Background: an optimization exercise with open tools, aiming at small area, a short achievable clock period and few clock cycles per item. Do not read the settings as production practice. The RTL was checked by simulation tests, not by an equivalence proof against the original design.

[flow/run.sh]
#!/bin/bash
# synth_recipe.tcl (not shown) runs the flow's synth.tcl, then flattens the netlist and writes it again
# the make line also repeats each setting of config.mk as NAME=value (left out here)
make -C /OpenROAD-flow-scripts/flow DESIGN_CONFIG=/design/flow/config.mk WORK_HOME=/design/flow/orfs CLKGATE_MAP_FILE= SYNTH_SCRIPT=/design/flow/synth_recipe.tcl finish
[flow/constraint.sdc]
create_clock -name core_clock -period 7.0 [get_ports {clk}]
set_input_delay 1.4000 -clock core_clock [delete_from_list [all_inputs] [get_ports {clk}]]
set_output_delay 1.4000 -clock core_clock [all_outputs]
set_load 0.01 [all_outputs]
[flow/config.mk]
export PLATFORM = sky130hd
export DESIGN_NAME = binary_heap_priority_queue
export DESIGN_NICKNAME = binary_heap_priority_queue
export VERILOG_FILES = /design/flow/design.v
export SDC_FILE = /design/flow/constraint.sdc
export NUM_CORES = 4
export LEC_CHECK = 0
export CAP_MARGIN = 20
export CORE_MARGIN = 2
export CORE_UTILIZATION = 30
export PLACE_DENSITY = 0.45
export SLEW_MARGIN = 20
[flow/design.v]
package bhpq_pkg;
  localparam int CAPACITY_DEF    = 64;
  localparam int VALUE_WIDTH_DEF = 32;
  localparam logic OP_PUSH = 1'b0;
  localparam logic OP_POP  = 1'b1;
  localparam logic [1:0] STAT_DONE  = 2'd0;
  localparam logic [1:0] STAT_EMPTY = 2'd1;
  localparam logic [1:0] STAT_FULL  = 2'd2;
  typedef struct packed {
    logic               opcode;
    logic signed [31:0] value;
  } in_req_t;
  typedef struct packed {
    logic signed [31:0] popped_value;
    logic signed [31:0] top_value;
    logic               top_valid;
    logic [6:0]         entry_count;
    logic [1:0]         op_status;
  } out_rsp_t;
endpackage
module bhpq_ram #(
  parameter int WIDTH = 32,
  parameter int DEPTH = 64
) (
  input  logic                     clk,
  input  logic                     we,
  input  logic [$clog2(DEPTH)-1:0] addr,
  input  logic [WIDTH-1:0]         wdata,
  output logic [WIDTH-1:0]         rdata
);
  logic [WIDTH-1:0] mem [DEPTH];
  always_ff @(posedge clk) begin
    if (we) begin
      mem[addr] <= wdata;
    end
    rdata <= mem[addr];
  end
endmodule
module binary_heap_priority_queue #(
  parameter int CAPACITY    = bhpq_pkg::CAPACITY_DEF,
  parameter int VALUE_WIDTH = bhpq_pkg::VALUE_WIDTH_DEF
) (
  input  logic               clk,
  input  logic               rst_n,
  input  logic               start,
  output logic               busy,
  input  logic [32:0]        in_req,
  output logic               out_strobe,
  output logic [73:0]        out_rsp,
  input  logic               cfg_valid,
  output logic               cfg_ready,
  input  logic               cfg_data
);
  localparam int AW = $clog2(CAPACITY);
  localparam int CW = $clog2(CAPACITY + 1);
  localparam int XW = AW + 2;
  localparam int VW = VALUE_WIDTH;
  typedef enum logic [2:0] {
    IDLE, UP_CHK, UP_CMP, LD_WAIT, DN_CHK, DN_RDR, DN_CMP
  } state_t;
  typedef enum logic [1:0] {SEL_NONE, SEL_LEFT, SEL_RIGHT} sel_t;
  state_t             state_r, state_nxt;
  sel_t               bsel_r, bsel_nxt;
  logic [AW-1:0]      pos_r, pos_nxt;
  logic [CW-1:0]      count_r, count_nxt;
  logic               mode_r, mode_nxt;
  logic [VW-1:0]      cur_r, cur_nxt;
  logic [VW-1:0]      best_r, best_nxt;
  logic [VW-1:0]      root_r, root_nxt;
  logic [VW-1:0]      popped_r, popped_nxt;
  logic [1:0]         status_r, status_nxt;
  logic               out_strobe_r, out_strobe_nxt;
  bhpq_pkg::out_rsp_t out_rsp_r, out_rsp_nxt;
  logic               ram_we;
  logic [AW-1:0]      ram_addr;
  logic [VW-1:0]      ram_wdata, ram_rdata;
  logic [VW-1:0]      cmp_a, cmp_b, cmp_x, cmp_y;
  logic               above;
  logic               emit;
  logic [XW-1:0]      lc_x, rc_x, cnt_x;
  logic [AW-1:0]      parent;
  logic [VW+31:0]     vin_ext, pop_ext, top_ext;
  logic [CW+6:0]      cnt_ext;
  bhpq_ram #(.WIDTH(VW), .DEPTH(CAPACITY)) u_ram (
    .clk   (clk),
    .we    (ram_we),
    .addr  (ram_addr),
    .wdata (ram_wdata),
    .rdata (ram_rdata)
  );
  assign cmp_x = mode_r ? cmp_b : cmp_a;
  assign cmp_y = mode_r ? cmp_a : cmp_b;
  assign above = $signed(cmp_x) < $signed(cmp_y);
  assign lc_x    = {1'b0, pos_r, 1'b1};
  assign rc_x    = lc_x + XW'(1);
  assign cnt_x   = XW'(count_r);
  assign parent  = AW'((pos_r - AW'(1)) >> 1);
  assign vin_ext = {VW'(0), in_req[31:0]};
  assign busy       = state_r != IDLE;
  assign cfg_ready  = !busy;
  assign out_strobe = out_strobe_r;
  assign out_rsp    = out_rsp_r;
  always_comb begin
    cmp_a = cur_r;
    cmp_b = ram_rdata;
    case (state_r)
      DN_RDR: begin
        cmp_a = ram_rdata;
        cmp_b = cur_r;
      end
      DN_CMP: begin
        cmp_a = ram_rdata;
        cmp_b = best_r;
      end
      default: begin
      end
    endcase
  end
  always_comb begin
    state_nxt  = state_r;
    bsel_nxt   = bsel_r;
    pos_nxt    = pos_r;
    count_nxt  = count_r;
    mode_nxt   = mode_r;
    cur_nxt    = cur_r;
    best_nxt   = best_r;
    popped_nxt = popped_r;
    status_nxt = status_r;
    ram_we     = 1'b0;
    ram_addr   = pos_r;
    ram_wdata  = cur_r;
    emit       = 1'b0;
    case (state_r)
      IDLE: begin
        if (cfg_valid && count_r == '0) begin
          mode_nxt = cfg_data;
        end
        if (start) begin
          popped_nxt = '1;
          status_nxt = bhpq_pkg::STAT_DONE;
          if (in_req[32] == bhpq_pkg::OP_PUSH) begin
            if (count_r == CW'(CAPACITY)) begin
              status_nxt = bhpq_pkg::STAT_FULL;
              emit       = 1'b1;
            end else begin
              cur_nxt   = vin_ext[VW-1:0];
              pos_nxt   = AW'(count_r);
              count_nxt = count_r + CW'(1);
              state_nxt = UP_CHK;
            end
          end else begin
            if (count_r == '0) begin
              status_nxt = bhpq_pkg::STAT_EMPTY;
              emit       = 1'b1;
            end else begin
              popped_nxt = root_r;
              count_nxt  = count_r - CW'(1);
              ram_addr   = AW'(count_r - CW'(1));
              if (count_r == CW'(1)) begin
                emit = 1'b1;
              end else begin
                state_nxt = LD_WAIT;
              end
            end
          end
        end
      end
      UP_CHK: begin
        if (pos_r == '0) begin
          ram_we    = 1'b1;
          emit      = 1'b1;
          state_nxt = IDLE;
        end else begin
          ram_addr  = parent;
          state_nxt = UP_CMP;
        end
      end
      UP_CMP: begin
        ram_we = 1'b1;
        if (above) begin
          ram_wdata = ram_rdata;
          pos_nxt   = parent;
          state_nxt = UP_CHK;
        end else begin
          emit      = 1'b1;
          state_nxt = IDLE;
        end
      end
      LD_WAIT: begin
        cur_nxt   = ram_rdata;
        pos_nxt   = '0;
        state_nxt = DN_CHK;
      end
      DN_CHK: begin
        if (lc_x >= cnt_x) begin
          ram_we    = 1'b1;
          emit      = 1'b1;
          state_nxt = IDLE;
        end else begin
          ram_addr  = lc_x[AW-1:0];
          state_nxt = DN_RDR;
        end
      end
      DN_RDR: begin
        ram_addr = rc_x[AW-1:0];
        if (above) begin
          best_nxt = ram_rdata;
          bsel_nxt = SEL_LEFT;
        end else begin
          best_nxt = cur_r;
          bsel_nxt = SEL_NONE;
        end
        state_nxt = DN_CMP;
      end
      DN_CMP: begin
        ram_we = 1'b1;
        if (rc_x < cnt_x && above) begin
          ram_wdata = ram_rdata;
          pos_nxt   = rc_x[AW-1:0];
          state_nxt = DN_CHK;
        end else if (bsel_r == SEL_LEFT) begin
          ram_wdata = best_r;
          pos_nxt   = lc_x[AW-1:0];
          state_nxt = DN_CHK;
        end else begin
          emit      = 1'b1;
          state_nxt = IDLE;
        end
      end
      default: begin
        state_nxt = IDLE;
      end
    endcase
    root_nxt = root_r;
    if (ram_we && ram_addr == '0) begin
      root_nxt = ram_wdata;
    end
    pop_ext = {{32{popped_nxt[VW-1]}}, popped_nxt};
    top_ext = {{32{root_nxt[VW-1]}}, root_nxt};
    cnt_ext = {7'd0, count_nxt};
    out_strobe_nxt           = emit;
    out_rsp_nxt              = out_rsp_r;
    if (emit) begin
      out_rsp_nxt.popped_value = pop_ext[31:0];
      out_rsp_nxt.top_value    = (count_nxt != '0) ? top_ext[31:0] : '1;
      out_rsp_nxt.top_valid    = count_nxt != '0;
      out_rsp_nxt.entry_count  = cnt_ext[6:0];
      out_rsp_nxt.op_status    = status_nxt;
    end
  end
  always_ff @(posedge clk) begin
    bsel_r    <= bsel_nxt;
    pos_r     <= pos_nxt;
    cur_r     <= cur_nxt;
    best_r    <= best_nxt;
    root_r    <= root_nxt;
    popped_r  <= popped_nxt;
    status_r  <= status_nxt;
    out_rsp_r <= out_rsp_nxt;
    if (!rst_n) begin
      state_r      <= IDLE;
      count_r      <= '0;
      mode_r       <= 1'b0;
      out_strobe_r <= 1'b0;
    end else begin
      state_r      <= state_nxt;
      count_r      <= count_nxt;
      mode_r       <= mode_nxt;
      out_strobe_r <= out_strobe_nxt;
    end
  end
endmodule
==> run summary <==
status finished clean; critical path required time 7.52 ns; met1 GRT Util 0.316; Hold Path End popped_r[20]; initial antenna violation count 35; Layout area overhead 19.3%; Die X 560 um; largest net degree at the start of global routing 79; Final setup viols 0; clk slew on worst S/H paths 0.06 ns; routed len/inst 33.2 um; Initial Util 0.301; Synth cell types 85; maxcap violations 0; f_max 0.159 GHz; clock skew 0.0508 ns; DP Worst Slack 0.319 ns; global-route wire length before repair 504 mm; GRT Max-Usage Layer met2; nets@finish 6901; die area 0.313 mm^2; clk root buf clkbuf_16; placed insts 10.7k; post-synthesis cell area 0.0927 mm^2; Die H 560 um; WL final 370 mm; commonest non-fill, non-tap cells in the layout edfxtp_1, nand2_1, buf_4; gr usage total 0.229; routability congestion estimate from global placement 0.903; R2R depth 20; Num Clock Sinks 2303; CP startpoint state_r[2]; dominant synthesized flop cell edfxtp_1; RSZ-0062 raised after global routing no; final worst slack 0.727 ns; core region area 0.308 mm^2; Yosys warnings 2; Final period util 0.896; H-tree depth 5; Hold Vio Cnt, Final 0; Post-synth EDFFs 2193; total of cells resized after clock tree synthesis 0; Yosys reg bits 2303; Reg-to-Reg End u_ram.mem[34][15]; Slew @ Worst Pin 1.18 ns; vias per cell 5.58; Final Max Tran Viols 0; Post-DP HPWL 228 mm; cts hold-fix bufs 0; hold depth 2; Routed Antenna Nets 0; Post-Syn Instances 6430; worst min-delay path startpoint popped_r[20]; final non-filler cell total 11.2k; fin crit period 6.27 ns; met3 Usage GRT 0.0410; Vias 62.3k; Avg Inst Size Synth 14.4 um^2; Seq/Total Area, Yosys 0.734; critical path class reg2reg; Async S/R FF share, synth 0; R2R Setup Slk 0.73 ns; CP Launch Type register; vias in the first global route 58.3k; commonest non-fill, non-tap cell in the layout edfxtp_1; Inserted Clock Buffers 263; worst r2r src state_r[2]; total grt overflow 0; met2 usage 0.354; relative slew slack 0.200; Arrival @ worst endpoint 6.79 ns; CP endpoint kind register; CTS tree yes; Hold Path Class reg2reg; CTS Buffer Depth 4; syn nets 6516; layout cell share with drive strength beyond 1 0.156; Port Buffer Count 114; IO Pins 115; CP Max Fanout 40; DRC 0; drt first-iter violations 8241; Rows 204; setup bufs post-CTS 0; clock latency (worst-skew pair) 0.89 ns; DRT Pass-1 Iters 8
Yosys cell counts, drive strengths merged, types with 71 or more instances:
cell type,number,area share
nor2,170,0.0069
a31oi,179,0.012
mux2,92,0.011
clkbuf,233,0.0094
and3,203,0.014
a221oi,79,0.0075
dfxtp,110,0.024
o21ai,259,0.014
nand2,999,0.040
mux2i,150,0.016
nand3,227,0.012
edfxtp,2193,0.71
a22o,71,0.0067
a22oi,107,0.0087
buf,222,0.013
a21oi,242,0.013
a211oi,213,0.017
kinds of logic after synthesis:
group,count (synthesis),synth area share
and+or+nand+nor,1761,0.0852
AOI/OAI and AO/OA,1517,0.112
xor gates and xnor gates,18,0.00170
DFF,2303,0.734
adders and majority gates,48,0.00648
muxes,274,0.0352
buffers and inverters,509,0.0246
how the worst max path moves through the flow:
stage / to / cells after the start
4_1_cts: u_ram.mem[34][15] / 20
5_1_grt: u_ram.mem[34][15] / 20
2_1_floorplan: out_rsp_r[0] / 17
3_5_place_dp: u_ram.rdata[14] / 12
6_report: u_ram.mem[34][15] / 20
3_3_place_gp: u_ram.rdata[13] / 12
state kept, by name, summed over array words and instances (netlist names), 2 cells and up:
name and cells:
best_r 32, count_r 7, cur_r 32, out_rsp_r 74
popped_r 32, pos_r 6, root_r 32, state_r 3
status_r 2, u_ram.mem 2048, u_ram.rdata 32
worst max-delay path: stages, from the launching register on:
cell       delay (ns)
dfxtp_1          0.51
and3b_2          0.29
nor2_1           0.06
a21oi_2          0.46
buf_4            0.35
a22o_1           0.17
a21oi_1          0.05
ha_1             0.32
a21o_1           0.17
a211oi_1         0.26
o21a_1           0.20
o31a_1           0.18
nand3_1          0.09
o211ai_1         0.23
buf_4            0.29
a2bb2oi_1        0.37
nor2_1           0.15
buf_12           0.19
o21ai_0          0.52
inv_2            0.46
buf_4            0.45
metal layers:
metal,routed length [um],vias up
li1,-,26000
met1,157000,32600
met2,166000,3127
met3,29900,574
met4,16800,8
met5,49,-
stage by stage:
stage	area [um^2]	hold slack, ns	util	TNS (ns)
3_5_place_dp	102000	0.426	0.332	0
3_3_place_gp	102000	0.423	0.332	-0.485
4_1_cts	110000	0.440	0.359	0
6_report	111000	0.436	0.359	0
2_1_floorplan	92700	0.408	-	0
5_1_grt	111000	0.463	0.359	0
area by class of cell:
| cell class | count | area [um^2] |
|---|---|---|
| Sequential cell | 2303 | 68100 |
| Antenna cell | 24 | 60.1 |
| Clock buffer | 353 | 7110 |
| Clock inverter | 116 | 1040 |
| Tap cell | 4120 | 5150 |
| Multi-Input combinational cell | 3618 | 23100 |
| Timing Repair Buffer | 575 | 5910 |
| Inverter | 54 | 203 |
| Fill cell | 29400 | 197000 |
Testbench counts, summed over its fixed seeds: cycles 595,759, ops 64,000.

## afterwards: timing with drivers on the ports
How much do the figures lean on ideal ports? The routed layout below was timed once more, with nothing changed but the port constraints.
Step 1, drivers: a clkbuf_16 drives clk and a buf_2 each remaining input, both assumed.
Step 2 also shifts input and output timing later by t, the mid clock arrival at the registers, as if the neighbouring blocks saw the same clock.
Three values: ideal, step 1, step 2; two values: the first two.
shift t [ns]: 0.968
setup slack, ns: 0.727 / 0.727 / 0.111
worst setup path at the end: input to register
worst register clock-pin slew, ns: 0.07 / 0.07
worst slew at a driven data input, ns: 0.06
After both steps setup and hold are still met in this run. For this run, drivers alone change the setup slack by 0.000 ns; drivers and shift together by -0.616 ns.
